This design comes from an exercise in tuning for small area, a short achievable clock period and few clock cycles per item on the open sky130 flow, not from production work.
Only simulation tests tie the RTL to the original design; equivalence was not proved.
Power is estimated from default activity; no workload was simulated.

==> flow/design.v (excerpt) <==
module data_mem_bank #(
  parameter int ADDR_W    = 8,
  parameter bit INIT_ZERO = 1
) (
  input  logic              clk,
  input  logic              rst_n,
  input  logic              req_valid,
  output logic              req_ready,
  input  logic              req_we,
  input  logic [2:0]        req_funct3,
  input  logic [ADDR_W-1:0] req_addr,
  input  logic [31:0]       req_wdata,
  output logic              resp_valid,
  input  logic              resp_ready,
  output logic [31:0]       resp_rdata,
  output logic              resp_err
);
  localparam int WORDS = 2 ** (ADDR_W - 2);
  logic [31:0] mem [WORDS];
  logic              stall;
  logic              resp_empty;
  logic              in_err;
  logic [1:0]        in_lane;
  logic [3:0]        in_be;
  logic [31:0]       in_wd;
  logic              s1_v;
  logic [3:0]        s1_be;
  logic [7:0]        s1_hi;
  logic [7:0]        s1_lo;
  logic [31:0]       s1_wd;
  logic [1:0]        s1_lane;
  logic [2:0]        s1_f3;
  logic              s1_zero;
  logic              s1_err;
  logic [WORDS-1:0]  sel;
  ...
clock: 4.2 ns
lec_check: 0
cap_margin: 5
core_margin: 2
core_utilization: 60
setup_slack_margin: 1.85
slew_margin: 5
synth_hierarchical: 1
synth_minimum_keep_size: 0
run.sh (not shown) runs the stock make flow with config.mk's settings and CLKGATE_MAP_FILE= SYNTH_SCRIPT=/design/flow/synth_recipe.tcl, a recipe that flattens the netlist after the stock synthesis.
Testbench counts at the start, summed over its fixed seeds: cycles 177,641, items 160,000.
Next try:
--- a/flow/config.mk
+++ b/flow/config.mk
@@ -9,3 +9,3 @@
 export CORE_MARGIN = 2
-export CORE_UTILIZATION = 60
+export CORE_UTILIZATION = 45
 export SETUP_SLACK_MARGIN = 1.85
=> The new run completed with no timing, DRC or antenna violations; sequential power stays flat; via count is lower by 5.6%; power is lower by 2.9%; wire length came out lower by 12%; critical path depth went down by 2; cell area stays flat.

========
== trial 72 ==
data_mem_bank again, from the RTL that the note above started with.
export LEC_CHECK = 0
export CAP_MARGIN = 5
export CORE_MARGIN = 2
export CORE_UTILIZATION = 45
export CTS_CLUSTER_DIAMETER = 100
export CTS_CLUSTER_SIZE = 30
export SETUP_SLACK_MARGIN = 2.0
export SLEW_MARGIN = 5
export SYNTH_HIERARCHICAL = 1
export SYNTH_MINIMUM_KEEP_SIZE = 0
create_clock -name core_clock -period 4.2 [get_ports {clk}]
Testbench counts of trial 72, summed over its fixed seeds: cycles 177,641, items 160,000.
Changes in trial 32 relative to trial 72:
Settings: SETUP_SLACK_MARGIN now 1.85, was 2.0.
Notes after the runs:
Relative to trial 72, via count decreased by 1032 in trial 32. Taking trial 72 as the reference, in trial 32 area of the multi-input gates lost about 6%; post-synth design cell area neither gained nor lost much; combinational power lost about 10%.

========
run 2:
The RTL this note starts from:
==> flow/design.v <==
module data_mem_bank #(
  parameter int ADDR_W    = 8,
  parameter bit INIT_ZERO = 1
) (
  input  logic              clk,
  input  logic              rst_n,
  input  logic              req_valid,
  output logic              req_ready,
  input  logic              req_we,
  input  logic [2:0]        req_funct3,
  input  logic [ADDR_W-1:0] req_addr,
  input  logic [31:0]       req_wdata,
  output logic              resp_valid,
  input  logic              resp_ready,
  output logic [31:0]       resp_rdata,
  output logic              resp_err
);
  localparam int WORDS = 2 ** (ADDR_W - 2);
  logic [31:0] mem [WORDS];
  logic              stall;
  logic              resp_empty;
  logic              in_err;
  logic [1:0]        in_lane;
  logic [3:0]        in_be;
  logic [31:0]       in_wd;
  logic              s1_v;
  logic [3:0]        s1_be;
  logic [WORDS-1:0]  s1_sel;
  logic [31:0]       s1_wd;
  logic [1:0]        s1_lane;
  logic [2:0]        s1_f3;
  logic              s1_zero;
  logic              s1_err;
  logic [WORDS-1:0]  sel;
  logic [31:0]       rd_word;
  logic              s2_v;
  logic [31:0]       s2_word;
  logic [1:0]        s2_lane;
  logic [2:0]        s2_f3;
  logic              s2_zero;
  logic              s2_err;
  logic [7:0]        rd_byte;
  logic [15:0]       rd_half;
  logic [31:0]       ld_data;
  assign stall     = !resp_empty && !resp_ready;
  assign req_ready = !resp_valid || resp_ready;
  always_comb begin
    in_err = (req_funct3[1:0] == 2'b11) || (req_funct3 == 3'b110) || (req_we && req_funct3[2]);
    case (req_funct3[1:0])
      2'b10:   in_lane = 2'b00;
      2'b01:   in_lane = {req_addr[1], 1'b0};
      default: in_lane = req_addr[1:0];
    endcase
    case (req_funct3[1:0])
      2'b00: begin
        in_be = 4'b0001 << in_lane;
        in_wd = {4{req_wdata[7:0]}};
      end
      2'b01: begin
        in_be = in_lane[1] ? 4'b1100 : 4'b0011;
        in_wd = {2{req_wdata[15:0]}};
      end
      default: begin
        in_be = 4'b1111;
        in_wd = req_wdata;
      end
    endcase
    if (in_err || !req_we || !req_valid) begin
      in_be = 4'b0000;
    end
  end
  always_ff @(posedge clk or negedge rst_n) begin
    if (!rst_n) begin
      s1_v  <= 1'b0;
      s1_be <= 4'b0000;
    end else if (!stall) begin
      s1_v  <= req_valid;
      s1_be <= in_be;
    end
  end
  always_ff @(posedge clk) begin
    if (!stall) begin
      for (int w = 0; w < WORDS; w++) begin
        s1_sel[w] <= (req_addr[ADDR_W-1:2] == w[ADDR_W-3:0]);
      end
      s1_wd   <= in_wd;
      s1_lane <= in_lane;
      s1_f3   <= req_funct3;
      s1_zero <= req_we || in_err;
      s1_err  <= in_err;
    end
  end
  always_ff @(posedge clk) begin
    for (int w = 0; w < WORDS; w++) begin
      for (int b = 0; b < 4; b++) begin
        if (s1_sel[w] && s1_be[b]) begin
          mem[w][b*8 +: 8] <= s1_wd[b*8 +: 8];
        end
      end
    end
  end
  assign sel = s1_sel;
  logic [31:0] rd_l1_n [WORDS/2];
  logic [31:0] rd_l2   [WORDS/8];
  logic [31:0] rd_l3_n [WORDS/16];
  for (genvar p = 0; p < WORDS / 2; p++) begin : g_l1
    for (genvar k = 0; k < 32/4; k++) begin : g_nib
      dmem_andor2_n u_l1 (
        .a (mem[2*p][4*k +: 4]),   .sa (sel[2*p]),
        .b (mem[2*p+1][4*k +: 4]), .sb (sel[2*p+1]),
        .y_n (rd_l1_n[p][4*k +: 4])
      );
    end
  end
  for (genvar q = 0; q < WORDS / 8; q++) begin : g_l2
    dmem_nand4 u_l2 (
      .a (rd_l1_n[4*q]),   .b (rd_l1_n[4*q+1]),
      .c (rd_l1_n[4*q+2]), .d (rd_l1_n[4*q+3]),
      .y (rd_l2[q])
    );
  end
  for (genvar h = 0; h < WORDS / 16; h++) begin : g_l3
    dmem_nor2 u_l3 (
      .a (rd_l2[2*h]), .b (rd_l2[2*h+1]),
      .y_n (rd_l3_n[h])
    );
  end
  dmem_nand4 u_l4 (
    .a (rd_l3_n[0]), .b (rd_l3_n[1]), .c (rd_l3_n[2]), .d (rd_l3_n[3]),
    .y (rd_word)
  );
  always_ff @(posedge clk or negedge rst_n) begin
    if (!rst_n) begin
      s2_v <= 1'b0;
    end else if (!stall) begin
      s2_v <= s1_v;
    end
  end
  always_ff @(posedge clk) begin
    if (!stall) begin
      s2_word <= rd_word;
      s2_lane <= s1_lane;
      s2_f3   <= s1_f3;
      s2_zero <= s1_zero;
      s2_err  <= s1_err;
    end
  end
  always_comb begin
    case (s2_lane)
      2'd0:    rd_byte = s2_word[7:0];
      2'd1:    rd_byte = s2_word[15:8];
      2'd2:    rd_byte = s2_word[23:16];
      default: rd_byte = s2_word[31:24];
    endcase
    rd_half = s2_lane[1] ? s2_word[31:16] : s2_word[15:0];
    case (s2_f3)
      3'b000:  ld_data = {{24{rd_byte[7]}}, rd_byte};
      3'b100:  ld_data = {24'h0, rd_byte};
      3'b001:  ld_data = {{16{rd_half[15]}}, rd_half};
      3'b101:  ld_data = {16'h0, rd_half};
      3'b010:  ld_data = s2_word;
      default: ld_data = 32'h0;
    endcase
    if (s2_zero) begin
      ld_data = 32'h0;
    end
  end
  always_ff @(posedge clk or negedge rst_n) begin
    if (!rst_n) begin
      resp_valid <= 1'b0;
    end else if (!stall) begin
      resp_valid <= s2_v;
    end
  end
  always_ff @(posedge clk or negedge rst_n) begin
    if (!rst_n) begin
      resp_empty <= 1'b1;
    end else if (!stall) begin
      resp_empty <= !s2_v;
    end
  end
  always_ff @(posedge clk) begin
    if (!stall) begin
      resp_rdata <= ld_data;
      resp_err   <= s2_err;
    end
  end
endmodule
module dmem_andor2_n (
  input  logic [3:0] a,
  input  logic       sa,
  input  logic [3:0] b,
  input  logic       sb,
  output logic [3:0] y_n
);
  assign y_n = ~((a & {4{sa}}) | (b & {4{sb}}));
endmodule
module dmem_nand4 (
  input  logic [31:0] a,
  input  logic [31:0] b,
  input  logic [31:0] c,
  input  logic [31:0] d,
  output logic [31:0] y
);
  assign y = ~(a & b & c & d);
endmodule
module dmem_nor2 (
  input  logic [31:0] a,
  input  logic [31:0] b,
  output logic [31:0] y_n
);
  assign y_n = ~(a | b);
endmodule
make LEC_CHECK=0 CAP_MARGIN=5 CORE_MARGIN=2 CORE_UTILIZATION=45 SETUP_SLACK_MARGIN=1.85 SLEW_MARGIN=5 SYNTH_HIERARCHICAL=1 SYNTH_MINIMUM_KEEP_SIZE=0 finish   # period 4.2 ns
Run 2 closes out successfully: all stages finished, all timing, DRC and antenna checks passed.
Testbench counts of run 2, summed over its fixed seeds: cycles 177,641, items 160,000.
What run 1 does differently from run 2 at the input level:
- CTS_CLUSTER_SIZE: unset -> 30
- CTS_CLUSTER_DIAMETER: unset -> 100
- PLACE_DENSITY: unset -> 0.75
==> notes.md <==
- Run 1 vs. run 2: hold slack now larger; setup slack after layout now larger.
- [compare] base=run 2 new=run 1: global-route usage now smaller, worst slack at placement moved down.
- Run 1 — area added between synthesis and finish 5.5 points lower, run 2 as reference
- Diff run 2 -> run 1 | global-route wire length before repair | decrease of about 10%
- Of run 2 and run 1, the run reporting the lower clock network fraction of design power was run 1.
- Number of synthesized flops with an enable pin: run 1 vs run 2 identical
- No stage failed in run 1, and the final checks on the layout all came back clean.

==> afterwards: timing with drivers on the ports <==
The flow's constraints put no driver on any port. The routed layouts listed below were extracted and timed again, unchanged, in two steps. Step 1 assumes that a clkbuf_16 drives the clock port and a buf_2 every other input. Step 2 times the ports against the registers' clock, not the clock port: input delays grow and output delays shrink by t, the midpoint of the rising clock arrivals with the driver on. a / b / c = ideal / step 1 / step 2; a / b = the first two.
| run | t (ns) | setup WS [ns] | hold slack, ns |
|---|---|---|---|
| the first run of note 1 | 0.891 | 1.766 / 1.704 / 1.050 | 0.385 / 0.393 / 0.410 |
| the second run of note 1 | 0.917 | 1.812 / 1.789 / 1.236 | 0.334 / 0.273 / 0.413 |
| trial 72 | 0.810 | 1.856 / 1.856 / 1.365 | 0.404 / 0.352 / 0.427 |
| trial 32 | 0.808 | 1.820 / 1.816 / 1.264 | 0.412 / 0.360 / 0.436 |
| run 2 | 0.923 | 1.662 / 1.581 / 1.073 | 0.270 / 0.217 / 0.424 |
| run 1 | 0.811 | 1.858 / 1.798 / 1.334 | 0.378 / 0.318 / 0.432 |
After both steps setup and hold are still met in every run listed. The setup slack of the first run of note 1, which loses most, moves by -0.062 ns with the drivers and by -0.716 ns with both steps.
